Background: an optimization exercise with open tools, aiming at small area, a short achievable clock period and few clock cycles per item. Do not read the settings as production practice. Function was checked by simulation only, so behaviour that the tests miss may differ from the original. Power figures rest on the tool's default switching activity, not on a simulated workload.

$ cat flow/design.v
module bounded_ordered_list_engine_top (
	input  logic               clk,
	input  logic               arst_n,
	input  logic               start,
	output logic               busy,
	input  logic [2:0]         req_type,
	input  logic [4:0]         position,
	input  logic signed [31:0] value,
	output logic               done,
	output logic [2:0]         status,
	output logic signed [31:0] out_value,
	output logic [4:0]         out_position,
	output logic [4:0]         removed_count,
	output logic [4:0]         entry_count
);
	localparam int N = 16;
	localparam logic [2:0] R_INS_AT = 3'd0, R_INS_SORT = 3'd1, R_DEL_AT = 3'd2,
		R_DEL_EQ = 3'd3, R_SEARCH = 3'd4, R_XMIN = 3'd5;
	localparam logic [2:0] ST_OK = 3'd0, ST_EMPTY = 3'd1, ST_BADPOS = 3'd2, ST_FULL = 3'd3,
		ST_NOTFOUND = 3'd4;
	logic [N-1:0][31:0] lst;      
	logic [N-1:0] vld;            
	logic [4:0]   cnt;            
	logic [N*N-1:0] less;         
	logic         rv;             
	logic         is_ia, is_is, is_de, is_se;
	logic [31:0]  rval;
	logic [N-1:0] rpth;           
	logic [N-1:0] eqv;            
	logic [N-1:0] gv;             
	logic [N-1:0] tmn;            
	logic         ins_q;          
	logic         dfix_q;         
	logic         nf_q;           
	logic [2:0]   st_q;           
	logic [31:0]  oval_q;         
	logic [4:0]   oposx_q;        
	logic [4:0]   eca_q, ecb_q;   
	logic [4:0]   rrem;           
	logic [N-1:0] te, tgs;        
	always_comb begin
		te[0] = eqv[0]; tgs[0] = gv[0];
		for (int i = 1; i < N; i++) begin
			te[i]  = te[i-1]  | eqv[i];
			tgs[i] = tgs[i-1] | gv[i];
		end
	end
	logic any_eq, multi_eq;
	assign any_eq   = te[N-1];
	assign multi_eq = |(eqv & {te[N-2:0], 1'b0});
	logic do_ins, do_del, more;
	logic [N-1:0] tg, td;         
	assign do_ins = rv && ins_q;
	assign do_del = rv && (dfix_q || (is_de && any_eq));
	assign tg = is_ia ? rpth : tgs;
	assign td = is_de ? te : (rpth | tmn);
	assign more = is_de && multi_eq;
	assign busy = rv && more;
	assign done = rv && !more;
	logic [N-1:0] first_eq;
	assign first_eq = eqv & ~{te[N-2:0], 1'b0};
	logic [4:0] spos;
	always_comb begin
		spos = '0;
		for (int i = 0; i < N; i++) spos = spos | (5'(i + 1) & {5{first_eq[i]}});
	end
	assign status = (nf_q && !any_eq) ? ST_NOTFOUND : st_q;
	assign out_value = oval_q;
	assign out_position = oposx_q | (is_se ? spos : 5'd0);
	assign removed_count = (is_de && any_eq) ? rrem : 5'd0;
	assign entry_count = (is_de && !any_eq) ? ecb_q : eca_q;
	logic [N-1:0] s_prv, s_val, s_nxt;    
	logic [N-1:0][31:0] lst_n;
	logic [N*N-1:0] less_n;
	logic [N-1:0] vld_n;
	logic [4:0]   cnt_n;
	assign vld_n = do_ins ? {vld[N-2:0], 1'b1} : (do_del ? {1'b0, vld[N-1:1]} : vld);
	assign cnt_n = do_ins ? cnt + 5'd1 : (do_del ? cnt - 5'd1 : cnt);
	always_ff @(posedge clk or negedge arst_n) begin
		if (!arst_n) begin
			vld <= '0;
			cnt <= '0;
		end else begin
			vld <= vld_n;
			cnt <= cnt_n;
		end
	end
	for (genvar i = 0; i < N; i++) begin : g_ent
		logic after, at;              
		if (i == 0) begin : g_h
			assign after = 1'b0;
			assign at = tg[0];
		end else begin : g_t
			assign after = tg[i-1];
			assign at = tg[i] && !tg[i-1];
		end
		assign s_prv[i] = do_ins && after;
		assign s_val[i] = do_ins && at;
		assign s_nxt[i] = do_del && td[i];
		logic [31:0] prv, nxt;
		if (i == 0) begin : g_p0
			assign prv = lst[0];
		end else begin : g_p
			assign prv = lst[i-1];
		end
		if (i == N - 1) begin : g_nl
			assign nxt = lst[i];
		end else begin : g_n
			assign nxt = lst[i+1];
		end
		logic s_keep;
		assign s_keep = !(s_prv[i] || s_val[i] || s_nxt[i]);
		assign lst_n[i] = (prv & {32{s_prv[i]}}) | (rval & {32{s_val[i]}}) | (nxt & {32{s_nxt[i]}})
		                | (lst[i] & {32{s_keep}});
		always_ff @(posedge clk) lst[i] <= lst_n[i];
		for (genvar j = 0; j < N; j++) begin : g_less
			if (j <= i) begin : g_none
				assign less_n[i*N+j] = 1'b0;
			end else begin : g_pair
				logic ins_keep_i, ins_move, del_keep_i, del_move;
				if (j - 1 > i) begin : g_ki
					assign ins_keep_i = less[i*N+j-1];
				end else begin : g_ki0
					assign ins_keep_i = 1'b0;    
				end
				if (i > 0) begin : g_mv
					assign ins_move = less[(i-1)*N+j-1];
				end else begin : g_mv0
					assign ins_move = 1'b0;      
				end
				if (j < N - 1) begin : g_dl
					assign del_keep_i = less[i*N+j+1];
					assign del_move = less[(i+1)*N+j+1];
				end else begin : g_dl0
					assign del_keep_i = less[i*N+j];
					assign del_move = less[i*N+j];
				end
				logic [5:0] sl;               
				assign sl[0] = do_ins && tg[j] && !tg[j-1];
				assign sl[1] = do_ins && tg[j-1] && !tg[i];
				assign sl[2] = do_ins && tg[j-1] && at;
				assign sl[3] = do_ins && tg[j-1] && tg[i] && !at;
				assign sl[4] = do_del && td[j] && !td[i];
				assign sl[5] = do_del && td[j] && td[i];
				assign less_n[i*N+j] = (sl[0] && gv[i]) || (sl[1] && ins_keep_i)
				                    || (sl[2] && !eqv[j-1] && !gv[j-1])
				                    || (sl[3] && ins_move) || (sl[4] && del_keep_i)
				                    || (sl[5] && del_move) || (!(|sl) && less[i*N+j]);
				always_ff @(posedge clk) less[i*N+j] <= less_n[i*N+j];
			end
		end
	end
	logic [N-1:0] m_n, tm_n;
	for (genvar i = 0; i < N; i++) begin : g_min
		logic [N-1:0] ok;
		for (genvar j = 0; j < N; j++) begin : g_j
			if (j < i) begin : g_lo
				assign ok[j] = less_n[j*N+i];
			end else if (j > i) begin : g_hi
				assign ok[j] = !vld_n[j] || !less_n[i*N+j];
			end else begin : g_self
				assign ok[j] = vld_n[i];
			end
		end
		assign m_n[i] = &ok;
	end
	always_comb begin
		tm_n[0] = m_n[0];
		for (int i = 1; i < N; i++) tm_n[i] = tm_n[i-1] | m_n[i];
	end
	logic accept;
	assign accept = start && !busy;
	always_ff @(posedge clk or negedge arst_n) begin
		if (!arst_n) begin
			rv <= 1'b0;
		end else begin
			rv <= accept || busy;
		end
	end
	logic a_ia, a_is, a_da, a_de, a_se, a_xm;
	assign a_ia = (req_type == R_INS_AT);
	assign a_is = (req_type == R_INS_SORT);
	assign a_da = (req_type == R_DEL_AT);
	assign a_de = (req_type == R_DEL_EQ);
	assign a_se = (req_type == R_SEARCH);
	assign a_xm = (req_type == R_XMIN);
	logic [N-1:0] a_p1h, a_pth;
	for (genvar i = 0; i < N; i++) begin : g_pos
		assign a_p1h[i] = (position == 5'(i + 1));
		assign a_pth[i] = (position != 5'd0) && (position <= 5'(i + 1));
	end
	logic full_n, empty_n, inspos_ok, delpos_ok, a_ins, a_dfix;
	assign full_n    = vld_n[N-1];
	assign empty_n   = !vld_n[0];
	assign inspos_ok = |(a_p1h & {vld_n[N-2:0], 1'b1});
	assign delpos_ok = |(a_p1h & vld_n);
	assign a_ins  = !full_n && ((a_ia && inspos_ok) || a_is);
	assign a_dfix = (a_da && delpos_ok) || (a_xm && !empty_n);
	logic [2:0] a_st;
	always_comb begin
		a_st = ST_OK;
		case (req_type)
			R_INS_AT:   a_st = full_n ? ST_FULL : (inspos_ok ? ST_OK : ST_BADPOS);
			R_INS_SORT: a_st = full_n ? ST_FULL : ST_OK;
			R_DEL_AT:   a_st = empty_n ? ST_EMPTY : (delpos_ok ? ST_OK : ST_BADPOS);
			R_DEL_EQ, R_SEARCH, R_XMIN: a_st = empty_n ? ST_EMPTY : ST_OK;
			default:    a_st = ST_OK;
		endcase
	end
	logic [N-1:0] vsel;
	assign vsel = (a_p1h & vld_n & {N{a_da}}) | (m_n & {N{a_xm}});
	logic [31:0] a_oval;
	logic [4:0]  a_oposx;
	always_comb begin
		a_oval = '0;
		a_oposx = '0;
		for (int i = 0; i < N; i++) begin
			a_oval = a_oval | (lst_n[i] & {32{vsel[i]}});
			a_oposx = a_oposx | (5'(i + 1) & {5{m_n[i] && a_xm}});
		end
	end
	function automatic logic [1:0] cmp32(input logic [31:0] a, input logic [31:0] b);
		logic [31:0] g0, e0;
		logic [15:0] g1, e1;
		logic [7:0]  g2, e2;
		logic [3:0]  g3, e3;
		logic [1:0]  g4, e4;
		g0 = a & ~b;
		g0[31] = !a[31] && b[31];
		e0 = ~(a ^ b);
		for (int k = 0; k < 16; k++) begin
			g1[k] = g0[2*k+1] | (e0[2*k+1] & g0[2*k]);
			e1[k] = e0[2*k+1] & e0[2*k];
		end
		for (int k = 0; k < 8; k++) begin
			g2[k] = g1[2*k+1] | (e1[2*k+1] & g1[2*k]);
			e2[k] = e1[2*k+1] & e1[2*k];
		end
		for (int k = 0; k < 4; k++) begin
			g3[k] = g2[2*k+1] | (e2[2*k+1] & g2[2*k]);
			e3[k] = e2[2*k+1] & e2[2*k];
		end
		for (int k = 0; k < 2; k++) begin
			g4[k] = g3[2*k+1] | (e3[2*k+1] & g3[2*k]);
			e4[k] = e3[2*k+1] & e3[2*k];
		end
		cmp32 = {g4[1] | (e4[1] & g4[0]), e4[1] & e4[0]};
	endfunction
	logic [N-1:0] a_eq, a_gt;
	for (genvar i = 0; i < N; i++) begin : g_cmp
		logic [1:0] c;
		assign c = cmp32(lst_n[i], value);
		assign a_eq[i] = c[0] && vld_n[i];
		if (i < N - 1) begin : g_gt
			assign a_gt[i] = c[1] || !vld_n[i];
		end else begin : g_gt_last
			assign a_gt[i] = 1'b1;    
		end
	end
	logic [N-1:0] c_eq;
	for (genvar i = 0; i < N; i++) begin : g_ceq
		if (i < N - 1) begin : g_c
			assign c_eq[i] = te[i] ? eqv[i+1] : eqv[i];
		end else begin : g_c_last
			assign c_eq[i] = 1'b0;
		end
	end
	always_ff @(posedge clk) begin
		if (accept) begin
			tmn     <= tm_n & {N{a_xm}};
			is_ia   <= a_ia;
			is_is   <= a_is;
			is_de   <= a_de;
			is_se   <= a_se;
			rval    <= value;
			rpth    <= a_pth & {N{a_da || a_ia}};
			eqv     <= a_eq;
			gv      <= a_gt;
			ins_q   <= a_ins;
			dfix_q  <= a_dfix;
			nf_q    <= (a_se || a_de) && !empty_n;
			st_q    <= a_st;
			oval_q  <= a_oval;
			oposx_q <= a_oposx;
			ecb_q   <= cnt_n;
			eca_q   <= a_ins ? cnt_n + 5'd1 : ((a_dfix || a_de) ? cnt_n - 5'd1 : cnt_n);
			rrem    <= 5'd1;
		end else begin
			eqv     <= c_eq;
			tmn     <= '0;
			ins_q   <= 1'b0;
			dfix_q  <= 1'b0;
			nf_q    <= 1'b0;
			st_q    <= ST_OK;
			oval_q  <= '0;
			oposx_q <= '0;
			ecb_q   <= cnt_n;
			eca_q   <= cnt_n - 5'd1;
			rrem    <= rrem + 5'd1;
		end
	end
endmodule
$ cat flow/flow/run.sh
#!/bin/bash
# The standard layout (the standard.sh: standard synthesis, then ORFS
# floorplan to finish), with timing repair asked to leave extra setup slack
# so that the layout is sized for a shorter period than the 20 ns it is
# constrained to. Clock period, I/O delays and loads stay the design's.
set -euo pipefail
export SETUP_SLACK_MARGIN=$(cat flow/margin)
bash standard.sh > standard_flow.log 2>&1
$ cat flow/flow/margin
14
$ cat flow/standard.sh
#!/bin/bash
# synth_recipe.tcl (not shown) runs the flow's synth.tcl, then flattens the netlist and writes it again
# the make line also repeats each setting of config.mk as NAME=value (left out here)
make -C /OpenROAD-flow-scripts/flow DESIGN_CONFIG=/design/flow/config.mk WORK_HOME=/design/flow/orfs CLKGATE_MAP_FILE= SYNTH_SCRIPT=/design/flow/synth_recipe.tcl "${@:-finish}"
$ cat flow/config.mk
export PLATFORM = sky130hd
export DESIGN_NAME = bounded_ordered_list_engine_top
export DESIGN_NICKNAME = bounded_ordered_list_engine_top
export VERILOG_FILES = /design/flow/design.v
export SDC_FILE = /design/flow/constraint.sdc
export NUM_CORES = 4
export LEC_CHECK = 0
export ABC_AREA = 1
export CAP_MARGIN = 20
export CORE_MARGIN = 2
export CORE_UTILIZATION = 25
export PLACE_DENSITY = 0.45
export SLEW_MARGIN = 20
$ cat flow/constraint.sdc
create_clock -name core_clock -period 20.0 [get_ports {clk}]
set_input_delay 4.0000 -clock core_clock [delete_from_list [all_inputs] [get_ports {clk}]]
set_output_delay 4.0000 -clock core_clock [all_outputs]
set_load 0.01 [all_outputs]
==> run summary, run 1 <==
- Port-buffer cells: 94
- DRC: 0
- Number of slew-limit violations in the final report: 0
- Via count: 65700
- Fin Hold WS: 0.426 ns
- Cell family with the largest share of critical-path delay: compound AO/OA/AOI/OAI gates
- Mapped Area: approximately 0.056 mm²
- Number of global-route vias before repair: 63700
- Worst voltage drop across the vdd grid: between 0.07 and 0.08 mV
- Gate power share: 50.5%
- TritonCTS buffer count: 104
- Internal portion of total power: 4.63 mW
- Maxcap violations: 0
- Number of top-level pins: 95
- Number of enable-type register cells in the synthesized netlist: 80
- Ys async rst share: 2.72%
- Critical Setup Path Class: reg -> out
- Master cell of the clock root buffer: sky130_fd_sc_hd__clkbuf_16
- Weighted congestion reported at the end of routability-driven placement: 0.995
- RSZ-0062 raised after global routing: yes
- Standard-cell row count: 173
- Synthesized netlist cell count: 8237
- Core box area: 0.222 mm²
- Mean Syn Cell Area: 6.77 µm²
- Crit path largest cell delay: 0.43 ns
- Most frequently used flop master after synthesis: sky130_fd_sc_hd__dfxtp_1
- Detail-routed net length per standard cell: 33.8 µm
- Starting Density: 25.1%
- Seq/Total Area, Yosys: 30.7%
- Number of placed instances, taps included: 11200
- Flip-flop and latch count after synthesis: 809
- Switch share: 51.8%
- Power per cell area: 141 mW/mm²
- Final setup violation count: 0
- Run status: complete, no violations
- Proportion of layout cells with a drive suffix above 1: 12.6%
- Number of synthesis warnings: 1
- Req. time, crit path: between 15 and 20 ns
- Clock latency on the worst-skew pair: 0.79 ns
- Overall routing resource usage: 32.7%
- Cells traversed along the worst timing path: nor2_4 -> nand2_4 -> nor2_8 -> nand3_4 -> nor2_4 -> inv_2 -> o21ai_2 -> o211ai_1 -> o41ai_2 -> inv_2 -> buf_6 -> nor2_4 -> buf_6
- Post-route setup slack: 12.71 ns
- Crit path arrival time: between 3 and 4 ns
- Worst hold path class: reg -> reg
- CP max stage cell: sky130_fd_sc_hd__edfxtp_1
- Worst slack after detailed placement: 11.93 ns
- Area enclosed by the die boundary: 0.227 mm²
- Sequential share of power: ~29%
- Highest clock frequency the design can meet: about 140 MHz
- Critical path endpoint category: primary output
- Total Nets Final: 9012
- Antenna Violating Nets Remaining: 0
- Final Routed Wirelength: around 400 mm
- Overflow left after global routing: 0
- Net count of the mapped netlist: 8765
- First-pass GRT wire length: 522 mm
- Area growth from synthesis to final layout: 22.5%
- Slew at the pin with the worst max-slew slack: 1.06 ns
- Library cells used by synthesis: 72
- Vias per Instance: about 5.7
- Max FO, Critical Path: 4
- Floorplan die height: 476 µm
- Post-Route Utilization: 30.8%
- Critical path launch point type: flip-flop
- Cell leakage power: slightly below 30 nW
- H-tree depth: 3
- Final Non-Filler Cells: 11600
- Minimum setup slack among reg-to-reg paths: 13.95 ns
- Relative slew slack: 28.7%
- Post-detailed-placement half-perimeter wirelength: between 200 and 300 mm
- Time the final worst path needs with I/O delays and setup: 7.29 ns
- Sum of buffers and inverters on the critical path: 4
- Setup Skew: 0.0513 ns
- Critical path's most frequent cell: sky130_fd_sc_hd__nor2_4
- Final hold violation count: 0
- Total negative slack: 0 ns
- Detailed-router iteration count before antenna repair: 6
- Clock share of power: between 20% and 30%
- Clock Pin Slew Worst Setup and Hold Paths: ~0.060 ns
- Chip Width: 476 µm
- Number of antenna violations at the first check in global routing: 18
- Violation count after the first detailed-routing iteration: 7701
- Final period utilization: 36.4%
- Count of clock tree sinks: 809
- Clock tree buffer depth: 3
- TritonCTS clock tree: done
- Power spent charging and discharging nets: 4.97 mW
- Largest net degree at the start of global routing: 48
-- flip-flops by register name, indices dropped and copies added (netlist names), 2 cells and up --
name	cells
cnt	5
eca_q	5
ecb_q	5
eqv	16
g_ent.g_less.g_pair.del_keep_i	16
g_ent.g_less.g_pair.del_move	95
g_ent.g_less.g_pair.ins_keep_i	4
g_ent.g_less.g_pair.ins_move	5
gv	15
lst	512
oposx_q	5
oval_q	32
rpth	16
rrem	5
rval	32
st_q	2
tmn	16
vld	16
-- repair_timing --
action | CTS | global route
setup endpoints to repair | 112 | 92
gates resized for setup | 413 | 309
pin swaps | 69 | 124
gates cloned | 10 | 10
buffers inserted | 112 | 70
hold buffers | 0 | 0
-- metrics by stage --
stage / power, mW / area [µm²]
final: 9.61 / 68300
after floorplan: 5.05 / 55800
after global placement: 7.17 / 60500
after detailed placement: 7.18 / 60600
after global routing: 9.98 / 68300
after CTS: 9.33 / 66400
-- layout by cell type, fill, tap and decap left out, types with 38 or more instances in the layout --
master,synthesis,final
sky130_fd_sc_hd__a21oi_1,324,317
sky130_fd_sc_hd__a22oi_1,66,66
sky130_fd_sc_hd__buf_12,0,43
sky130_fd_sc_hd__buf_4,36,300
sky130_fd_sc_hd__buf_6,16,73
sky130_fd_sc_hd__clkbuf_16,0,111
sky130_fd_sc_hd__clkdlybuf4s50_1,0,49
sky130_fd_sc_hd__dfxtp_1,707,701
sky130_fd_sc_hd__edfxtp_1,80,80
sky130_fd_sc_hd__ha_1,485,482
sky130_fd_sc_hd__inv_1,620,588
sky130_fd_sc_hd__nand2_1,3050,2940
sky130_fd_sc_hd__nand2_2,22,85
sky130_fd_sc_hd__nand3_1,419,394
sky130_fd_sc_hd__nand3_2,20,38
sky130_fd_sc_hd__nand4_1,192,192
sky130_fd_sc_hd__nor2_1,601,532
sky130_fd_sc_hd__nor2_2,13,47
sky130_fd_sc_hd__nor2_4,9,44
sky130_fd_sc_hd__nor3_1,63,53
sky130_fd_sc_hd__o2111ai_1,321,315
sky130_fd_sc_hd__o211ai_1,81,81
sky130_fd_sc_hd__o21ai_0,291,280
sky130_fd_sc_hd__o221ai_1,42,39
sky130_fd_sc_hd__o22ai_1,95,95
-- layout make-up --
cell class	instances	area, µm²
Tap cell	2975	3720
Clock buffer	153	3010
Clock inverter	38	359
Inverter	661	2560
Sequential cell	809	17100
Timing Repair inverter	1	7.51
Timing Repair Buffer	524	5240
Fill cell	24500	154000
Antenna cell	7	17.5
Multi-Input combinational cell	6383	36300
-- power by group through the flow --
stage | combinational, mW | clock [mW] | sequential [mW]
after CTS | 4.57 | 1.98 | 2.77
final | 4.85 | 1.97 | 2.79
after global routing | 5.11 | 2.03 | 2.83
after floorplan | 2.48 | 0 | 2.57
after detailed placement | 4.37 | 0 | 2.80
after global placement | 4.36 | 0 | 2.81
-- routing by layer --
| metal | GRT usage [%] | wire (µm) |
|---|---|---|
| met5 | 0 | 48 |
| met4 | 26.5 | 38000 |
| met3 | 5.29 | 30300 |
| met2 | 52.8 | 175000 |
| met1 | 38.2 | 147000 |
-- cells in the mapped netlist, types with 73 or more instances --
master	n	area [µm²]
sky130_fd_sc_hd__o211ai_1	81	608
sky130_fd_sc_hd__edfxtp_1	80	2400
sky130_fd_sc_hd__a21oi_1	324	1620
sky130_fd_sc_hd__nand4_1	192	1200
sky130_fd_sc_hd__inv_1	620	2330
sky130_fd_sc_hd__nand3_1	419	2100
sky130_fd_sc_hd__o21ai_0	291	1460
sky130_fd_sc_hd__nor2_1	601	2260
sky130_fd_sc_hd__nand2_1	3050	11400
sky130_fd_sc_hd__buf_2	73	365
sky130_fd_sc_hd__clkbuf_1	243	912
sky130_fd_sc_hd__dfxtp_1	707	14200
sky130_fd_sc_hd__o22ai_1	95	594
sky130_fd_sc_hd__ha_1	485	6070
sky130_fd_sc_hd__o2111ai_1	321	2810
-- cells by family (layout without fill, tap and decap cells) --
family	Yosys count	after routing	synth area share, %
compound gates	1388	1389	16.8
xor+xnor	29	29	0.456
fa+ha+maj	485	485	10.9
buf+inv	1049	1377	7.70
flops	809	809	30.7
mux	2	2	0.0404
other cells	0	7	0
simple gates	4475	4478	33.4
-- path summary, 6_finish.rpt --
path,startpoint,endpoint,cells after the start
worst min register to register,rrem[0],rrem[0],1
worst max register to register,eqv[11],eqv[5],24
min in group asynchronous,arst_n,cnt[1],2
worst min-delay path,rrem[0],rrem[0],1
max in group asynchronous,arst_n,vld[1],2
worst max-delay path,eqv[1],done,13
-- worst register-to-register path: cells and delay by family, from the launching register on --
kind                       cells  cell delay [ns]
and+or+nand+nor               13             2.69
buffers and inverters          8             1.91
DFF                            1             0.48
AOI/OAI and AO/OA              2             0.42
adders and majority gates      1             0.38
Testbench counts, summed over its fixed seeds: cycles 16,171, items 16,000.
==> run 2, diff against run 1 <==
--- a/flow/design.v
+++ b/flow/design.v
@@ -18,12 +18,22 @@
 		R_DEL_EQ = 3'd3, R_SEARCH = 3'd4, R_XMIN = 3'd5;
 	localparam logic [2:0] ST_OK = 3'd0, ST_EMPTY = 3'd1, ST_BADPOS = 3'd2, ST_FULL = 3'd3,
 		ST_NOTFOUND = 3'd4;
+	function automatic logic [15:0] pre_or(input logic [15:0] x);
+		logic [15:0] y;
+		y = x;
+		y = y | {y[14:0], 1'b0};
+		y = y | {y[13:0], 2'b0};
+		y = y | {y[11:0], 4'b0};
+		y = y | {y[7:0], 8'b0};
+		pre_or = y;
+	endfunction
 	logic [N-1:0][31:0] lst;      
 	logic [N-1:0] vld;            
 	logic [4:0]   cnt;            
 	logic [N*N-1:0] less;         
 	logic         rv;             
-	logic         is_ia, is_is, is_de, is_se;
+	logic         dde_q;          
+	logic         is_ia, is_is, is_de;
 	logic [31:0]  rval;
 	logic [N-1:0] rpth;           
 	logic [N-1:0] eqv;            
@@ -31,44 +41,26 @@
 	logic [N-1:0] tmn;            
 	logic         ins_q;          
 	logic         dfix_q;         
-	logic         nf_q;           
+	logic         done_q, busy_q;
 	logic [2:0]   st_q;           
-	logic [31:0]  oval_q;         
-	logic [4:0]   oposx_q;        
-	logic [4:0]   eca_q, ecb_q;   
-	logic [4:0]   rrem;           
+	logic [31:0]  oval_q;
+	logic [4:0]   opos_q, orem_q, ocnt_q;
 	logic [N-1:0] te, tgs;        
-	always_comb begin
-		te[0] = eqv[0]; tgs[0] = gv[0];
-		for (int i = 1; i < N; i++) begin
-			te[i]  = te[i-1]  | eqv[i];
-			tgs[i] = tgs[i-1] | gv[i];
-		end
-	end
-	logic any_eq, multi_eq;
-	assign any_eq   = te[N-1];
-	assign multi_eq = |(eqv & {te[N-2:0], 1'b0});
-	logic do_ins, do_del, more;
+	assign te  = pre_or(eqv);
+	assign tgs = pre_or(gv);
+	logic do_ins, do_del;
 	logic [N-1:0] tg, td;         
 	assign do_ins = rv && ins_q;
-	assign do_del = rv && (dfix_q || (is_de && any_eq));
+	assign do_del = rv && (dfix_q || dde_q);
 	assign tg = is_ia ? rpth : tgs;
 	assign td = is_de ? te : (rpth | tmn);
-	assign more = is_de && multi_eq;
-	assign busy = rv && more;
-	assign done = rv && !more;
-	logic [N-1:0] first_eq;
-	assign first_eq = eqv & ~{te[N-2:0], 1'b0};
-	logic [4:0] spos;
-	always_comb begin
-		spos = '0;
-		for (int i = 0; i < N; i++) spos = spos | (5'(i + 1) & {5{first_eq[i]}});
-	end
-	assign status = (nf_q && !any_eq) ? ST_NOTFOUND : st_q;
+	assign busy = busy_q;
+	assign done = done_q;
+	assign status = st_q;
 	assign out_value = oval_q;
-	assign out_position = oposx_q | (is_se ? spos : 5'd0);
-	assign removed_count = (is_de && any_eq) ? rrem : 5'd0;
-	assign entry_count = (is_de && !any_eq) ? ecb_q : eca_q;
+	assign out_position = opos_q;
+	assign removed_count = orem_q;
+	assign entry_count = ocnt_q;
 	logic [N-1:0] s_prv, s_val, s_nxt;    
 	logic [N-1:0][31:0] lst_n;
 	logic [N*N-1:0] less_n;
@@ -164,19 +156,9 @@
 		end
 		assign m_n[i] = &ok;
 	end
-	always_comb begin
-		tm_n[0] = m_n[0];
-		for (int i = 1; i < N; i++) tm_n[i] = tm_n[i-1] | m_n[i];
-	end
+	assign tm_n = pre_or(m_n);
 	logic accept;
-	assign accept = start && !busy;
-	always_ff @(posedge clk or negedge arst_n) begin
-		if (!arst_n) begin
-			rv <= 1'b0;
-		end else begin
-			rv <= accept || busy;
-		end
-	end
+	assign accept = start && !busy_q;
 	logic a_ia, a_is, a_da, a_de, a_se, a_xm;
 	assign a_ia = (req_type == R_INS_AT);
 	assign a_is = (req_type == R_INS_SORT);
@@ -196,17 +178,6 @@
 	assign delpos_ok = |(a_p1h & vld_n);
 	assign a_ins  = !full_n && ((a_ia && inspos_ok) || a_is);
 	assign a_dfix = (a_da && delpos_ok) || (a_xm && !empty_n);
-	logic [2:0] a_st;
-	always_comb begin
-		a_st = ST_OK;
-		case (req_type)
-			R_INS_AT:   a_st = full_n ? ST_FULL : (inspos_ok ? ST_OK : ST_BADPOS);
-			R_INS_SORT: a_st = full_n ? ST_FULL : ST_OK;
-			R_DEL_AT:   a_st = empty_n ? ST_EMPTY : (delpos_ok ? ST_OK : ST_BADPOS);
-			R_DEL_EQ, R_SEARCH, R_XMIN: a_st = empty_n ? ST_EMPTY : ST_OK;
-			default:    a_st = ST_OK;
-		endcase
-	end
 	logic [N-1:0] vsel;
 	assign vsel = (a_p1h & vld_n & {N{a_da}}) | (m_n & {N{a_xm}});
 	logic [31:0] a_oval;
@@ -257,46 +228,75 @@
 			assign a_gt[i] = 1'b1;    
 		end
 	end
-	logic [N-1:0] c_eq;
+	logic [N-1:0] ta;
+	assign ta = pre_or(a_eq);
+	logic a_any, a_multi;
+	assign a_any   = ta[N-1];
+	assign a_multi = |(a_eq & {ta[N-2:0], 1'b0});
+	logic [4:0] a_spos;
+	always_comb begin
+		a_spos = 5'(a_eq[0]);
+		for (int i = 1; i < N; i++)
+			a_spos = a_spos | (5'(i + 1) & {5{a_eq[i] && !ta[i-1]}});
+	end
+	logic [2:0] a_st;
+	always_comb begin
+		a_st = ST_OK;
+		case (req_type)
+			R_INS_AT:   a_st = full_n ? ST_FULL : (inspos_ok ? ST_OK : ST_BADPOS);
+			R_INS_SORT: a_st = full_n ? ST_FULL : ST_OK;
+			R_DEL_AT:   a_st = empty_n ? ST_EMPTY : (delpos_ok ? ST_OK : ST_BADPOS);
+			R_DEL_EQ, R_SEARCH: a_st = empty_n ? ST_EMPTY : (a_any ? ST_OK : ST_NOTFOUND);
+			R_XMIN:     a_st = empty_n ? ST_EMPTY : ST_OK;
+			default:    a_st = ST_OK;
+		endcase
+	end
+	logic [N-1:0] c_eq, tc;
 	for (genvar i = 0; i < N; i++) begin : g_ceq
 		if (i < N - 1) begin : g_c
-			assign c_eq[i] = te[i] ? eqv[i+1] : eqv[i];
+			assign c_eq[i] = te[i] && eqv[i+1];
 		end else begin : g_c_last
 			assign c_eq[i] = 1'b0;
 		end
 	end
+	assign tc = pre_or(c_eq);
+	logic c_multi;
+	assign c_multi = |(c_eq & {tc[N-2:0], 1'b0});
+	logic more_n;
+	assign more_n = accept ? (a_de && a_multi) : c_multi;
+	always_ff @(posedge clk or negedge arst_n) begin
+		if (!arst_n) begin
+			rv <= 1'b0;
+			done_q <= 1'b0;
+			busy_q <= 1'b0;
+		end else begin
+			rv <= accept || busy_q;
+			done_q <= (accept || busy_q) && !more_n;
+			busy_q <= (accept || busy_q) && more_n;
+		end
+	end
 	always_ff @(posedge clk) begin
 		if (accept) begin
-			tmn     <= tm_n & {N{a_xm}};
 			is_ia   <= a_ia;
 			is_is   <= a_is;
 			is_de   <= a_de;
-			is_se   <= a_se;
 			rval    <= value;
 			rpth    <= a_pth & {N{a_da || a_ia}};
 			eqv     <= a_eq;
 			gv      <= a_gt;
+			tmn     <= tm_n & {N{a_xm}};
 			ins_q   <= a_ins;
 			dfix_q  <= a_dfix;
-			nf_q    <= (a_se || a_de) && !empty_n;
+			dde_q   <= a_de && a_any;
 			st_q    <= a_st;
 			oval_q  <= a_oval;
-			oposx_q <= a_oposx;
-			ecb_q   <= cnt_n;
-			eca_q   <= a_ins ? cnt_n + 5'd1 : ((a_dfix || a_de) ? cnt_n - 5'd1 : cnt_n);
-			rrem    <= 5'd1;
+			opos_q  <= a_oposx | (a_se ? a_spos : 5'd0);
+			orem_q  <= 5'(a_de && a_any);
+			ocnt_q  <= a_ins ? cnt_n + 5'd1 : ((a_dfix || (a_de && a_any)) ? cnt_n - 5'd1 : cnt_n);
 		end else begin
 			eqv     <= c_eq;
-			tmn     <= '0;
-			ins_q   <= 1'b0;
-			dfix_q  <= 1'b0;
-			nf_q    <= 1'b0;
-			st_q    <= ST_OK;
-			oval_q  <= '0;
-			oposx_q <= '0;
-			ecb_q   <= cnt_n;
-			eca_q   <= cnt_n - 5'd1;
-			rrem    <= rrem + 5'd1;
+			orem_q  <= orem_q + 5'd1;
+			ocnt_q  <= cnt_n - 5'd1;
 		end
 	end
 endmodule
==> run summary, run 2 <==
- Max FO, Critical Path: 29 (+25)
- Combinational family with the most area after synthesis: simple AND/OR/NAND/NOR gates
- Library cells used by synthesis: 70 (-2.8%)
- Crit path largest cell delay: 0.71 ns (+0.28 ns)
- Final Routed Wirelength: 447 mm (+14%)
- Net count of the mapped netlist: 8914 (+1.7%)
- Starting Density: 25.1% (+0.043 points)
- Worst voltage drop across the vdd grid: 0.0623 mV (-16%)
- Overflow left after global routing: 0 (unchanged)
- Synth Area in XOR/XNOR: 0.184% (-0.27 points)
- Flip-flop count of the largest register after layout: 512 (unchanged)
- Number of enable-type register cells in the synthesized netlist: 124 (+55%)
- Standard-cell row count: 175 (+1.2%)
- Critical path endpoint category: flip-flop
- Final cell area excluding filler cells: 0.0708 mm² (+3.7%)
- Setup Skew: 0.0899 ns (+0.0386 ns)
- Top-count cell post-synth: sky130_fd_sc_hd__nand2_1
- First-pass GRT wire length: 586 mm (+12%)
- Synthesized-area fraction occupied by and/or/nand/nor cells: 31.3% (-2.1 points)
- Number of top-level pins: 95 (unchanged)
- Final setup violation count: 0 (unchanged)
- DRC: 0 (unchanged)
- Number of global-route vias before repair: 66800 (+4.9%)
- Overall routing resource usage: 37.0% (+4.4 points)
- Floorplan die height: 482 µm (+1.3%)
- Time the final worst path needs with I/O delays and setup: 6.40 ns (-0.894 ns)
- Standard cell area after detailed placement: 0.0625 mm² (+3.3%)
- Post-synth top area share: 23.0% (-2.4 points)
- Clock latency on the worst-skew pair: 0.85 ns (+0.06 ns)
- Post-detailed-placement half-perimeter wirelength: 342 mm (+18%)
- Via count: 69200 (+5.2%)
- Core box area: 0.227 mm² (+2.4%)
- Number of antenna violations at the first check in global routing: 36 (+18)
- Mean Syn Cell Area: 6.82 µm² (+0.79%)
- Chip Width: 482 µm (+1.3%)
- Ys async rst share: 2.98% (+0.26 points)
- Critical Setup Path Class: reg -> reg
- Violation count after the first detailed-routing iteration: 8280 (+7.5%)
- H-tree depth: 3 (unchanged)
- TritonCTS buffer count: 109 (+4.8%)
- Post-synthesis compound-gate area fraction: 18.7% (+1.8 points)
- Slew at the pin with the worst max-slew slack: 1.15 ns (+0.0823 ns)
- Cell leakage power: 30.6 nW (+4.9%)
- Weighted congestion reported at the end of routability-driven placement: 1.05 (+5.4%)
- Port-buffer cells: 94 (unchanged)
- Worst hold path class: reg -> reg
- Crit path arrival time: 7.07 ns (+3.78 ns)
- Clock Pin Slew Worst Setup and Hold Paths: 0.06 ns (about the same)
- Flip-flop and latch count after synthesis: 806 (-0.37%)
- Mux cell area share after synthesis: 0.0197% (-0.021 points)
- Mapped Area: 0.0572 mm² (+2.6%)
- Leading cell type in the layout, fill and taps excluded: sky130_fd_sc_hd__nand2_1
- Clock tree buffer depth: 3 (unchanged)
- Detailed-router iteration count before antenna repair: 6 (unchanged)
- Yosys top cell by area: sky130_fd_sc_hd__dfxtp_1
- Top cell types by occurrence after synthesis: sky130_fd_sc_hd__nand2_1 (2408), sky130_fd_sc_hd__inv_1 (796), sky130_fd_sc_hd__nor2_1 (705)
- Seq/Total Area, Yosys: 30.6% (-0.099 points)
- Vias per Instance: 5.86 (+3.0%)
- Maxcap violations: 0 (unchanged)
- Number of synthesis warnings: 1 (unchanged)
- Top post-synthesis cells by area: sky130_fd_sc_hd__dfxtp_1 (23%), sky130_fd_sc_hd__nand2_1 (16%), sky130_fd_sc_hd__ha_1 (11%)
- Total negative slack: 0 ns (unchanged)
- Req. time, crit path: 20.67 ns (+4.67 ns)
- RSZ-0062 raised after global routing: yes
- Adder and majority gate portion of the synthesized area: 10.6% (-0.28 points)
- Proportion of layout cells with a drive suffix above 1: 13.9% (+1.3 points)
- Antenna Violating Nets Remaining: 0 (unchanged)
- Synthesized netlist cell count: 8386 (+1.8%)
- Power per cell area: 117 mW/mm² (-17%)
- Number of slew-limit violations in the final report: 0 (unchanged)
- TritonCTS clock tree: done
- Final hold violation count: 0 (unchanged)
- Area enclosed by the die boundary: 0.233 mm² (+2.6%)
- Detail-routed net length per standard cell: 37.9 µm (+12%)
- Total Nets Final: 9206 (+2.2%)
- Master cell of the clock root buffer: sky130_fd_sc_hd__clkbuf_16
- Highest clock frequency the design can meet: 156 MHz (+14%)
- Run status: complete, no violations
- Top register by number of flip-flops: lst
- Area growth from synthesis to final layout: 23.8%
- Final period utilization: 32.0% (-4.5 points)
- Relative slew slack: 23.4% (-5.3 points)
- CP max stage cell: sky130_fd_sc_hd__o21ai_0
- Most frequent cells in the layout: sky130_fd_sc_hd__nand2_1 (2319), sky130_fd_sc_hd__inv_1 (753), sky130_fd_sc_hd__dfxtp_1 (658)
- Critical path launch point type: flip-flop
- Most frequently used flop master after synthesis: sky130_fd_sc_hd__dfxtp_1
- Largest net degree at the start of global routing: 48 (unchanged)
- Count of clock tree sinks: 806 (-0.37%)
==> run 2: area by class of cell <==
cell class | instances | area (µm²)
multi-input combinational | 6370 | 37400
clock buffer | 141 | 3010
inverter | 864 | 3360
tap | 3009 | 3760
fill | 24900 | 157000
sequential | 806 | 17500
antenna | 17 | 42.5
clock inverter | 65 | 586
timing repair buffer | 527 | 5230
==> run 2: timing repair <==
item                                    in CTS  in global routing
hold buffers                                 0                  0
pin swaps                                  105                 85
buffers inserted                           128                 50
gates resized for setup                    537                200
gates cloned                                 8                  4
endpoints found under the setup margin     121                 61
==> run 2: through the flow <==
stage               util [%]  power (mW)  worst slack [ns]  cells  hold WS [ns]
finish                  31.1        8.30             13.60  11800         0.503
global route            31.1        8.60             13.61  11800         0.541
CTS                     30.5        8.08             13.77  11700         0.509
detailed placement      27.5        5.90             11.29  11400         0.495
global placement        27.5        5.89             11.23  11400         0.494
floorplan                  -        4.30             13.66   8386         0.458
==> run 2: power by group <==
group	switching (mW)	internal [mW]
Combinational	2.64	1.01
Sequential	0.422	2.16
Clock	0.913	1.15
Total	3.98	4.32
==> run 2: final timing paths <==
kind	start	end	slack, ns	cells past startpoint
worst max-delay path	dde_q	busy_q	13.60	28
min in group asynchronous	arst_n	busy_q	3.63	2
worst min register to register	lst[24]	lst[24]	0.50	2
worst max register to register	dde_q	busy_q	13.60	28
max in group asynchronous	arst_n	vld[6]	15.95	2
worst min-delay path	lst[24]	lst[24]	0.50	2
==> run 2: cells by family (layout without fill, tap and decap cells) <==
group / Yosys count / in the layout
simple gates: 4174 / 4177
mux: 1 / 1
compound gates: 1695 / 1695
other cells: 0 / 17
fa+ha+maj: 485 / 485
flops: 806 / 806
buf+inv: 1213 / 1597
xor+xnor: 12 / 12
==> run 2: worst max-delay path: cells and delay by family (launching register included) <==
kind	cells	cell delay, ns
simple gates	19	2.62
buf+inv	6	1.84
compound gates	2	0.86
flops	1	0.43
fa+ha+maj	1	0.38
==> run 2: metal layers <==
layer	GRT usage (%)	share of wire [%]	vias up
met5	0	0.030	-
met4	35.3	12	18
met3	7.68	7.9	1503
met2	58.1	44	4197
met1	41.8	37	34000
li1	-	-	29500
Testbench counts of run 2, summed over its fixed seeds: cycles 16,171, items 16,000.
==> run 3, diff against run 2 <==
--- a/flow/design.v
+++ b/flow/design.v
@@ -30,15 +30,14 @@
 	logic [N-1:0][31:0] lst;      
 	logic [N-1:0] vld;            
 	logic [4:0]   cnt;            
-	logic [N*N-1:0] less;         
+	logic [N-1:0][3:0] rk;        
 	logic         rv;             
 	logic         dde_q;          
-	logic         is_ia, is_is, is_de;
+	logic         is_ia, is_de;
 	logic [31:0]  rval;
 	logic [N-1:0] rpth;           
 	logic [N-1:0] eqv;            
 	logic [N-1:0] gv;             
-	logic [N-1:0] tmn;            
 	logic         ins_q;          
 	logic         dfix_q;         
 	logic         done_q, busy_q;
@@ -53,7 +52,7 @@
 	assign do_ins = rv && ins_q;
 	assign do_del = rv && (dfix_q || dde_q);
 	assign tg = is_ia ? rpth : tgs;
-	assign td = is_de ? te : (rpth | tmn);
+	assign td = is_de ? te : rpth;
 	assign busy = busy_q;
 	assign done = done_q;
 	assign status = st_q;
@@ -63,7 +62,7 @@
 	assign entry_count = ocnt_q;
 	logic [N-1:0] s_prv, s_val, s_nxt;    
 	logic [N-1:0][31:0] lst_n;
-	logic [N*N-1:0] less_n;
+	logic [N-1:0][3:0] rk_n;
 	logic [N-1:0] vld_n;
 	logic [4:0]   cnt_n;
 	assign vld_n = do_ins ? {vld[N-2:0], 1'b1} : (do_del ? {1'b0, vld[N-1:1]} : vld);
@@ -105,56 +104,59 @@
 		assign lst_n[i] = (prv & {32{s_prv[i]}}) | (rval & {32{s_val[i]}}) | (nxt & {32{s_nxt[i]}})
 		                | (lst[i] & {32{s_keep}});
 		always_ff @(posedge clk) lst[i] <= lst_n[i];
-		for (genvar j = 0; j < N; j++) begin : g_less
-			if (j <= i) begin : g_none
-				assign less_n[i*N+j] = 1'b0;
-			end else begin : g_pair
-				logic ins_keep_i, ins_move, del_keep_i, del_move;
-				if (j - 1 > i) begin : g_ki
-					assign ins_keep_i = less[i*N+j-1];
-				end else begin : g_ki0
-					assign ins_keep_i = 1'b0;    
-				end
-				if (i > 0) begin : g_mv
-					assign ins_move = less[(i-1)*N+j-1];
-				end else begin : g_mv0
-					assign ins_move = 1'b0;      
-				end
-				if (j < N - 1) begin : g_dl
-					assign del_keep_i = less[i*N+j+1];
-					assign del_move = less[(i+1)*N+j+1];
-				end else begin : g_dl0
-					assign del_keep_i = less[i*N+j];
-					assign del_move = less[i*N+j];
-				end
-				logic [5:0] sl;               
-				assign sl[0] = do_ins && tg[j] && !tg[j-1];
-				assign sl[1] = do_ins && tg[j-1] && !tg[i];
-				assign sl[2] = do_ins && tg[j-1] && at;
-				assign sl[3] = do_ins && tg[j-1] && tg[i] && !at;
-				assign sl[4] = do_del && td[j] && !td[i];
-				assign sl[5] = do_del && td[j] && td[i];
-				assign less_n[i*N+j] = (sl[0] && gv[i]) || (sl[1] && ins_keep_i)
-				                    || (sl[2] && !eqv[j-1] && !gv[j-1])
-				                    || (sl[3] && ins_move) || (sl[4] && del_keep_i)
-				                    || (sl[5] && del_move) || (!(|sl) && less[i*N+j]);
-				always_ff @(posedge clk) less[i*N+j] <= less_n[i*N+j];
-			end
-		end
-	end
-	logic [N-1:0] m_n, tm_n;
-	for (genvar i = 0; i < N; i++) begin : g_min
-		logic [N-1:0] ok;
-		for (genvar j = 0; j < N; j++) begin : g_j
-			if (j < i) begin : g_lo
-				assign ok[j] = less_n[j*N+i];
-			end else if (j > i) begin : g_hi
-				assign ok[j] = !vld_n[j] || !less_n[i*N+j];
-			end else begin : g_self
-				assign ok[j] = vld_n[i];
-			end
-		end
-		assign m_n[i] = &ok;
+		logic [3:0] adj, adj_prv, adj_nxt;
+		assign adj = rk[i] + 4'(do_ins && (gv[i] || (eqv[i] && tg[i])))
+		                   - 4'(do_del && (rk[i] > rdel));
+		if (i == 0) begin : g_ap0
+			assign adj_prv = adj;
+		end else begin : g_ap
+			assign adj_prv = g_ent[i-1].adj;
+		end
+		if (i == N - 1) begin : g_anl
+			assign adj_nxt = adj;
+		end else begin : g_an
+			assign adj_nxt = g_ent[i+1].adj;
+		end
+		assign rk_n[i] = (adj_prv & {4{s_prv[i]}}) | (rnew & {4{s_val[i]}}) | (adj_nxt & {4{s_nxt[i]}})
+		               | (adj & {4{s_keep}});
+		always_ff @(posedge clk) rk[i] <= rk_n[i];
+	end
+	logic [N-1:0] before_new;
+	assign before_new = vld & ~gv & ~(eqv & tg);
+	logic [3:0] rnew;
+	always_comb begin
+		rnew = '0;
+		for (int i = 0; i < N; i++) rnew = rnew + 4'(before_new[i]);
+	end
+	logic [N-1:0] dh;
+	assign dh = td & ~{td[N-2:0], 1'b0};
+	logic [3:0] rdel;
+	always_comb begin
+		rdel = '0;
+		for (int i = 0; i < N; i++) rdel = rdel | (rk[i] & {4{dh[i]}});
+	end
+	logic [N-1:0] z0, z1, zs, m_n, tm_n;
+	for (genvar i = 0; i < N; i++) begin : g_z
+		assign z0[i] = vld[i] && (rk[i] == 4'd0);
+		assign z1[i] = vld[i] && (rk[i] == 4'd1);
+	end
+	assign zs = (do_del && (rdel == 4'd0)) ? z1 : z0;
+	for (genvar i = 0; i < N; i++) begin : g_mn
+		logic zp, zn;
+		if (i == 0) begin : g_zp0
+			assign zp = 1'b0;
+		end else begin : g_zp
+			assign zp = zs[i-1];
+		end
+		if (i == N - 1) begin : g_zn0
+			assign zn = 1'b0;
+		end else begin : g_zn
+			assign zn = zs[i+1];
+		end
+		assign m_n[i] = s_val[i] ? (before_new == '0)
+		              : s_prv[i] ? (zp && !(before_new == '0))
+		              : s_nxt[i] ? zn
+		              : (zs[i] && !(do_ins && (before_new == '0)));
 	end
 	assign tm_n = pre_or(m_n);
 	logic accept;
@@ -228,17 +230,37 @@
 			assign a_gt[i] = 1'b1;    
 		end
 	end
-	logic [N-1:0] ta;
-	assign ta = pre_or(a_eq);
+	function automatic logic [6:0] match_tree(input logic [15:0] x);   
+		logic [7:0] a1, m1; logic [1:0] p1 [8];
+		logic [3:0] a2, m2; logic [2:0] p2 [4];
+		logic [1:0] a3, m3; logic [3:0] p3 [2];
+		for (int k = 0; k < 8; k++) begin
+			a1[k] = x[2*k] | x[2*k+1];
+			m1[k] = x[2*k] & x[2*k+1];
+			p1[k] = x[2*k] ? 2'b01 : 2'b10;
+		end
+		for (int k = 0; k < 4; k++) begin
+			a2[k] = a1[2*k] | a1[2*k+1];
+			m2[k] = m1[2*k] | m1[2*k+1] | (a1[2*k] & a1[2*k+1]);
+			p2[k] = a1[2*k] ? {1'b0, p1[2*k]}
+			                : {p1[2*k+1][1], !p1[2*k+1][1], p1[2*k+1][0]};
+		end
+		for (int k = 0; k < 2; k++) begin
+			a3[k] = a2[2*k] | a2[2*k+1];
+			m3[k] = m2[2*k] | m2[2*k+1] | (a2[2*k] & a2[2*k+1]);
+			p3[k] = a2[2*k] ? {1'b0, p2[2*k]}
+			                : {p2[2*k+1][2], !p2[2*k+1][2], p2[2*k+1][1:0]};
+		end
+		match_tree = {a3[0] | a3[1], m3[0] | m3[1] | (a3[0] & a3[1]),
+		              a3[0] ? {1'b0, p3[0]} : {p3[1][3], !p3[1][3], p3[1][2:0]}};
+	endfunction
+	logic [6:0] a_mt;
 	logic a_any, a_multi;
-	assign a_any   = ta[N-1];
-	assign a_multi = |(a_eq & {ta[N-2:0], 1'b0});
+	assign a_mt = match_tree(a_eq);
+	assign a_any = a_mt[6];
+	assign a_multi = a_mt[5];
 	logic [4:0] a_spos;
-	always_comb begin
-		a_spos = 5'(a_eq[0]);
-		for (int i = 1; i < N; i++)
-			a_spos = a_spos | (5'(i + 1) & {5{a_eq[i] && !ta[i-1]}});
-	end
+	assign a_spos = a_mt[4:0] & {5{a_any}};
 	logic [2:0] a_st;
 	always_comb begin
 		a_st = ST_OK;
@@ -276,15 +298,15 @@
 		end
 	end
 	always_ff @(posedge clk) begin
+		rval <= value;
+		rpth <= (a_pth & {N{a_da || a_ia}}) | (tm_n & {N{a_xm}});
+		gv   <= a_gt;
+	end
+	always_ff @(posedge clk) begin
 		if (accept) begin
 			is_ia   <= a_ia;
-			is_is   <= a_is;
 			is_de   <= a_de;
-			rval    <= value;
-			rpth    <= a_pth & {N{a_da || a_ia}};
 			eqv     <= a_eq;
-			gv      <= a_gt;
-			tmn     <= tm_n & {N{a_xm}};
 			ins_q   <= a_ins;
 			dfix_q  <= a_dfix;
 			dde_q   <= a_de && a_any;
==> flow/flow/margin (replaced) <==
13
==> run summary, run 3 <==
- Critical path endpoint category: flip-flop
- Mapped Area: 0.0524 mm² (-8.4%)
- Synthesized netlist cell count: 7337 (-13%)
- Leading cell type in the layout, fill and taps excluded: sky130_fd_sc_hd__nand2_1
- Number of enable-type register cells in the synthesized netlist: 45 (-64%)
- Number of slew-limit violations in the final report: 0 (unchanged)
- Clock tree buffer depth: 3 (unchanged)
- Maxcap violations: 0 (unchanged)
- Flip-flop count of the largest register after layout: 512 (unchanged)
- Post-synth top area share: 25.4% (+2.4 points)
- Mean Syn Cell Area: 7.14 µm² (+4.7%)
- Flip-flop and latch count after synthesis: 734 (-8.9%)
- Final hold violation count: 0 (unchanged)
- Clock Pin Slew Worst Setup and Hold Paths: 0.06 ns (about the same)
- Total negative slack: 0 ns (unchanged)
- Number of synthesis warnings: 4 (+3)
- Yosys top cell by area: sky130_fd_sc_hd__dfxtp_1
- Crit path arrival time: 7.57 ns (+0.50 ns)
- Critical path launch point type: primary input
- Standard cell area after detailed placement: 0.0573 mm² (-8.4%)
- Proportion of layout cells with a drive suffix above 1: 7.96% (-5.9 points)
- TritonCTS clock tree: done
- Via count: 57100 (-17%)
- Starting Density: 25.1% (-0.067 points)
- Max FO, Critical Path: 32 (+10%)
- Port-buffer cells: 94 (unchanged)
- Overflow left after global routing: 0 (unchanged)
- Vias per Instance: 5.51 (-6.0%)
- Number of top-level pins: 95 (unchanged)
- Fin Hold WS: 0.506 ns (+0.00310 ns)
- Area enclosed by the die boundary: 0.213 mm² (-8.3%)
- Post-detailed-placement half-perimeter wirelength: 254 mm (-26%)
- Relative slew slack: 28.2% (+4.8 points)
- Net count of the mapped netlist: 8038 (-9.8%)
- Detailed-router iteration count before antenna repair: 6 (unchanged)
- Time the final worst path needs with I/O delays and setup: 7.04 ns (+0.642 ns)
- Final cell area excluding filler cells: 0.0616 mm² (-13%)
- Number of global-route vias before repair: 55600 (-17%)
- Master cell of the clock root buffer: sky130_fd_sc_hd__clkbuf_16
- Antenna Violating Nets Remaining: 0 (unchanged)
- Overall routing resource usage: 28.9% (-8.1 points)
- DRC: 0 (unchanged)
- Standard-cell row count: 168 (-4.0%)
- Detail-routed net length per standard cell: 30.7 µm (-19%)
- Critical Setup Path Class: in -> reg
- Area growth from synthesis to final layout: 17.6%
- H-tree depth: 3 (unchanged)
- Run status: complete, no violations
- Final period utilization: 35.2% (+3.2 points)
- Count of clock tree sinks: 734 (-8.9%)
- Power per cell area: 147 mW/mm² (+26%)
- Floorplan die height: 462 µm (-4.3%)
- Top post-synthesis cells by area: sky130_fd_sc_hd__dfxtp_1 (25%), sky130_fd_sc_hd__ha_1 (15%), sky130_fd_sc_hd__nand2_1 (14%)
- Chip Width: 462 µm (-4.3%)
- First-pass GRT wire length: 433 mm (-26%)
- Worst voltage drop across the vdd grid: 0.127 mV (+100%)
- Top register by number of flip-flops: lst
- Total Nets Final: 8173 (-11%)
- Top-count cell post-synth: sky130_fd_sc_hd__nand2_1
- Final Routed Wirelength: 318 mm (-29%)
- Clock latency on the worst-skew pair: 0.76 ns (-0.09 ns)
- Final setup violation count: 0 (unchanged)
- Violation count after the first detailed-routing iteration: 6244 (-25%)
- Ys async rst share: 3.27% (+0.29 points)
- Weighted congestion reported at the end of routability-driven placement: 1.02 (-2.6%)
- Most frequent cells in the layout: sky130_fd_sc_hd__nand2_1 (1937), sky130_fd_sc_hd__inv_1 (862), sky130_fd_sc_hd__dfxtp_1 (665)
- RSZ-0062 raised after global routing: no
- Highest clock frequency the design can meet: 142 MHz (-9.1%)
- Library cells used by synthesis: 69 (-1.4%)
- Top cell types by occurrence after synthesis: sky130_fd_sc_hd__nand2_1 (1946), sky130_fd_sc_hd__inv_1 (876), sky130_fd_sc_hd__dfxtp_1 (665)
- Req. time, crit path: 20.53 ns (-0.14 ns)
- Most frequently used flop master after synthesis: sky130_fd_sc_hd__dfxtp_1
- Number of antenna violations at the first check in global routing: 17 (-53%)
- Seq/Total Area, Yosys: 29.1% (-1.5 points)
- Cell leakage power: 27.6 nW (-9.9%)
- Largest net degree at the start of global routing: 45 (-6.3%)
- Setup Skew: 0.0346 ns (-0.0553 ns)
- Slew at the pin with the worst max-slew slack: 1.08 ns (-0.0707 ns)
- Worst hold path class: reg -> reg
- TritonCTS buffer count: 96 (-12%)
- Core box area: 0.209 mm² (-8.2%)
## run 3: cell count changes in the layout (fill, tap and decap cells not counted), sizes merged, moves of 78 or more
cell | previous run | this run
buf | 446 | 247
edfxtp | 124 | 45
ha | 485 | 632
nand2 | 2465 | 1982
nand3 | 585 | 322
nand4 | 210 | 132
nor2 | 740 | 411
o211ai | 51 | 147
o21ai | 457 | 324
## run 3: cells by family (layout without fill, tap and decap cells)
group | after synthesis | after routing | share of synthesized area [%]
flops | 734 | 734 | 29.1
simple gates | 2979 | 2979 | 23.8
other cells | 0 | 9 | 0
buf+inv | 1225 | 1437 | 9.17
fa+ha+maj | 658 | 658 | 16.1
xor+xnor | 56 | 56 | 0.936
compound gates | 1685 | 1685 | 20.9
## run 3: final cells by class
type                       count  area, µm²
inverter                     921       3480
antenna                        9       22.5
clock inverter                46        612
clock buffer                 129       2770
tap                         2805       3510
fill                       23000     147000
sequential                   734      15300
multi-input combinational   5378      33100
timing repair buffer         341       2900
## run 3: through the flow
step	power (mW)	setup WS (ns)	cells	util, %
final	9.07	12.96	10400	29.5
after global routing	9.57	13.00	10400	29.5
after CTS	8.95	13.01	10300	29.3
after detailed placement	6.98	10.82	10100	27.4
after global placement	6.92	10.81	10100	27.4
after floorplan	5.01	13.43	7337	-
## run 3: path summary, 6_finish.rpt
check / from / endpoint / slack [ns] / cells past startpoint
worst max-delay path: req_type[1] / oval_q[15] / 12.96 / 13
worst min-delay path: lst[191] / lst[191] / 0.51 / 2
worst max register to register: is_de / oval_q[19] / 13.14 / 27
worst min register to register: lst[191] / lst[191] / 0.51 / 2
max in group asynchronous: arst_n / vld[2] / 15.88 / 2
min in group asynchronous: arst_n / cnt[4] / 3.69 / 2
## run 3: critical path, cell delays in order
cell and delay (ns):
sky130_fd_sc_hd__clkdlybuf4s50_1 0.75, sky130_fd_sc_hd__nor3_4 0.74, sky130_fd_sc_hd__inv_1 0.20, sky130_fd_sc_hd__a21oi_1 0.17
sky130_fd_sc_hd__nand2_1 0.14, sky130_fd_sc_hd__nand2_1 0.15, sky130_fd_sc_hd__buf_6 0.47, sky130_fd_sc_hd__nand2_1 0.30
sky130_fd_sc_hd__nand2_1 0.14, sky130_fd_sc_hd__inv_1 0.05, sky130_fd_sc_hd__nand4_1 0.08, sky130_fd_sc_hd__nor2_1 0.05
sky130_fd_sc_hd__nand2_1 0.23
## run 3: timing repair
| item | CTS | global route |
|---|---|---|
| pin swaps | 13 | 18 |
| resized for setup | 58 | 67 |
| buffers inserted | 39 | 8 |
| hold buffers | 0 | 0 |
| endpoints found under the setup margin | 50 | 34 |
## run 3: report_power, final
group | internal (mW) | switching, mW
clock network | 1.15 | 0.784
registers | 2.05 | 0.404
logic | 1.39 | 3.29
## run 3: metal layers
layer | up-vias | global-route usage [%] | share of wire (%)
li1 | 25700 | - | -
met1 | 27900 | 35.5 | 40
met2 | 2716 | 46.3 | 45
met3 | 799 | 3.20 | 6.1
met4 | 0 | 22.3 | 9.2
met5 | - | 0 | 0
Testbench counts of run 3, summed over its fixed seeds: cycles 16,171, items 16,000.
==> run 4, diff against run 3 <==
==> flow/flow/margin (replaced) <==
14
==> run summary, run 4 <==
- Run status: complete, no violations
- Relative slew slack: 15.4% (-13 points)
- DRC: 0 (unchanged)
- Max FO, Critical Path: 16 (-50%)
- Cell family with the largest share of critical-path delay: simple AND/OR/NAND/NOR gates
- Number of slew-limit violations in the final report: 0 (unchanged)
- Standard-cell row count: 168 (unchanged)
- TritonCTS clock tree: done
- Yosys top cell by area: sky130_fd_sc_hd__dfxtp_1
- Post-synth top area share: 25.4% (unchanged)
- Weighted congestion reported at the end of routability-driven placement: 1.03 (+0.67%)
- Number of antenna violations at the first check in global routing: 46 (+29)
- Crit path largest cell delay: 0.50 ns (-0.25 ns)
- Mapped Area: 0.0524 mm² (unchanged)
- Count of hold-fix buffers inserted at cts: 0 (unchanged)
- Area growth from synthesis to final layout: 28.0%
- Most frequent cells in the layout: sky130_fd_sc_hd__nand2_1 (1854), sky130_fd_sc_hd__inv_1 (799), sky130_fd_sc_hd__dfxtp_1 (665)
- Antenna Violating Nets Remaining: 0 (unchanged)
- Critical path endpoint category: flip-flop
- Top post-synthesis cells by area: sky130_fd_sc_hd__dfxtp_1 (25%), sky130_fd_sc_hd__ha_1 (15%), sky130_fd_sc_hd__nand2_1 (14%)
- Req. time, crit path: 20.65 ns (+0.12 ns)
- Sum of buffers and inverters on the critical path: 4 (unchanged)
- First-pass GRT wire length: 494 mm (+14%)
- Clock latency on the worst-skew pair: 0.79 ns (+0.03 ns)
- CP max stage cell: sky130_fd_sc_hd__nor4b_4
- Cell leakage power: 29.5 nW (+6.9%)
- Largest net degree at the start of global routing: 43 (-4.4%)
- Total Nets Final: 8399 (+2.8%)
- Net count of the mapped netlist: 8038 (unchanged)
- Detailed-router iteration count before antenna repair: 8 (+2)
- Slew at the pin with the worst max-slew slack: 1.27 ns (+0.191 ns)
- Chip Width: 462 µm (unchanged)
- Floorplan die height: 462 µm (unchanged)
- Clock tree buffer depth: 3 (unchanged)
- Core box area: 0.209 mm² (unchanged)
- Seq/Total Area, Yosys: 29.1% (unchanged)
- Flip-flop count of the largest register after layout: 512 (unchanged)
- Total negative slack: 0 ns (unchanged)
- Cells traversed along the worst timing path: buf_8 -> inv_1 -> buf_12 -> ha_1 -> nand2_2 -> nor4_4 -> nor4b_4 -> nand3_4 -> nand2_2 -> nor2_2 -> inv_2 -> nor2_4 -> nand3_4 -> nor2_4 -> o21ai_4 -> nand2_4 -> nand2_4 -> nand2_2 -> nand3_2 -> a21oi_2
- Number of global-route vias before repair: 57700 (+3.8%)
- Proportion of layout cells with a drive suffix above 1: 15.6% (+7.7 points)
- Setup Skew: 0.0424 ns (+0.00774 ns)
- Library cells used by synthesis: 69 (unchanged)
- Via count: 62200 (+8.8%)
- Leading cell type in the layout, fill and taps excluded: sky130_fd_sc_hd__nand2_1
- Top-count cell post-synth: sky130_fd_sc_hd__nand2_1
- Critical path launch point type: primary input
- Most frequently used flop master after synthesis: sky130_fd_sc_hd__dfxtp_1
- Number of enable-type register cells in the synthesized netlist: 45 (unchanged)
- Total of fill cells in the finished design: 22600 (-1.8%)
- RSZ-0062 raised after global routing: yes
- Footprint of the multi-input gates: 0.0354 mm² (+7.0%)
- Final Routed Wirelength: 380 mm (+19%)
- Detail-routed net length per standard cell: 35.8 µm (+17%)
- Mean Syn Cell Area: 7.14 µm² (unchanged)
- Storage element area: 0.0153 mm² (unchanged)
- Number of top-level pins: 95 (unchanged)
- Total Power: 9.76 mW (+7.6%)
- Vias per Instance: 5.86 (+6.4%)
- Maxcap violations: 0 (unchanged)
- Final setup violation count: 0 (unchanged)
- Post-detailed-placement half-perimeter wirelength: 270 mm (+6.2%)
- Critical Setup Path Class: in -> reg
- Flip-flop and latch count after synthesis: 734 (unchanged)
- Area enclosed by the die boundary: 0.213 mm² (unchanged)
- Power per cell area: 146 mW/mm² (-1.1%)
- TritonCTS buffer count: 93 (-3.1%)
- Highest clock frequency the design can meet: 161 MHz (+13%)
- Overall routing resource usage: 33.8% (+4.9 points)
- Starting Density: 25.1% (unchanged)
- Top register by number of flip-flops: lst
- Master cell of the clock root buffer: sky130_fd_sc_hd__clkbuf_16
- Final period utilization: 31.1% (-4.1 points)
- Port-buffer cells: 94 (unchanged)
- Clock Pin Slew Worst Setup and Hold Paths: 0.06 ns (about the same)
- Ys async rst share: 3.27% (unchanged)
- Synthesized netlist cell count: 7337 (unchanged)
- Worst hold path class: reg -> reg
- Count of clock tree sinks: 734 (unchanged)
- Top cell types by occurrence after synthesis: sky130_fd_sc_hd__nand2_1 (1946), sky130_fd_sc_hd__inv_1 (876), sky130_fd_sc_hd__dfxtp_1 (665)
- Critical path's most frequent cell: sky130_fd_sc_hd__nand2_2
- Violation count after the first detailed-routing iteration: 9035 (+45%)
- Overflow left after global routing: 0 (unchanged)
- H-tree depth: 3 (unchanged)
- Crit path arrival time: 6.88 ns (-0.69 ns)
- Number of synthesis warnings: 4 (unchanged)
- Final hold violation count: 0 (unchanged)
- Worst voltage drop across the vdd grid: 0.181 mV (+42%)
- Time the final worst path needs with I/O delays and setup: 6.23 ns (-0.810 ns)
run 4: cell types whose count changed in the layout (fill, tap and decap cells not counted), sizes merged, moves of 4 or more:
cell,change
inv,-24
dlymetal6s2s,-8
clkinvlp,+22
clkdlybuf4s50,-28
nand2,+4
buf,+240
diode,+14
clkbuf,+16
bufinv,-4
run 4: layer usage:
| layer | wire length (µm) | track usage (%) |
|---|---|---|
| met1 | 144000 | 41.5 |
| met3 | 43100 | 9.11 |
| met4 | 36800 | 26.4 |
| met5 | 222 | 0 |
| met2 | 156000 | 50.0 |
run 4: per-stage QoR:
stage               setup WS (ns)  util (%)  hold WS (ns)  std cells  instance area [µm²]
floorplan                   13.59         -         0.464       7337                52500
global placement            10.74      27.5         0.495      10100                57500
global route                13.68      32.1         0.542      10600                67000
detailed placement          10.67      27.5         0.497      10100                57500
CTS                         13.79      31.1         0.511      10500                65100
finish                      13.77      32.1         0.515      10600                67100
run 4: power breakdown:
part | total [mW] | switching (mW) | internal, mW
Clock | 1.91 | 0.811 | 1.09
Combinational | 5.41 | 3.75 | 1.66
Sequential | 2.45 | 0.395 | 2.05
run 4: timing repair:
action,in CTS,in global routing
cloned,14,9
setup buffers,197,55
pin swaps,102,119
resized for setup,630,274
endpoints found under the setup margin,123,80
run 4: layout make-up:
cell class / instances / area share, %
Inverter: 921 / 5.38
Antenna cell: 23 / 0.0858
Timing Repair Buffer: 566 / 8.91
Clock buffer: 132 / 4.12
Sequential cell: 734 / 22.8
Tap cell: 2805 / 5.23
Clock inverter: 40 / 0.780
Multi-Input combinational cell: 5382 / 52.7
run 4: path summary, 6_finish.rpt:
kind,from,to,slack (ns),depth (start not counted)
setup / recovery,value[8],ocnt_q[3],13.77,20
hold / removal,orem_q[4],orem_q[4],0.51,2
setup reg to reg,gv[2],busy_q,13.82,33
hold reg to reg,orem_q[4],orem_q[4],0.51,2
max in group asynchronous,arst_n,vld[1],15.99,2
min in group asynchronous,arst_n,cnt[4],3.63,2
run 4: worst min-delay path, cell delays in order, from the launching register on:
cell and delay, ns:
sky130_fd_sc_hd__dfxtp_1 0.34, sky130_fd_sc_hd__xor2_1 0.07, sky130_fd_sc_hd__nor2_1 0.07
run 4: kinds of logic after synthesis:
family / after synthesis / share of synthesized area, %
buf+inv: 1225 / 9.17
flops: 734 / 29.1
compound gates: 1685 / 20.9
xor+xnor: 56 / 0.936
simple gates: 2979 / 23.8
fa+ha+maj: 658 / 16.1

-- port drivers added, routing unchanged --
In the flow no input, the clock included, has a driving cell. The finished layouts below were timed again as built, in two steps. Step 1 sets driving cells, clkbuf_16 on the clock port and buf_2 on the other inputs (assumed; they add their load-dependent delay and slew). Step 2 also shifts input and output timing later by t, the mid clock arrival at the registers, as if the neighbouring blocks saw the same clock. a / b / c = ideal / step 1 / step 2; a / b = the first two.
| run | shift t [ns] | slack for setup (ns) | hold slack, ns | clock arrival spread, ns | slew at the worst register clock pin (ns) |
|---|---|---|---|---|---|
| run 1 | 0.855 | 12.710 / 12.617 / 13.032 | 0.426 / 0.426 / 0.426 | 0.056 / 0.055 | 0.07 / 0.07 |
| run 2 | 0.899 | 13.604 / 13.604 / 12.765 | 0.503 / 0.503 / 0.503 | 0.090 / 0.090 | 0.07 / 0.07 |
| run 3 | 0.822 | 12.962 / 13.019 / 12.198 | 0.506 / 0.506 / 0.506 | 0.035 / 0.035 | 0.07 / 0.07 |
| run 4 | 0.847 | 13.772 / 13.791 / 12.944 | 0.515 / 0.515 / 0.515 | 0.048 / 0.048 | 0.07 / 0.07 |
After both steps setup and hold are still met in every run listed. For run 2, which loses most, drivers alone change the setup slack by 0.000 ns; drivers and shift together by -0.839 ns.
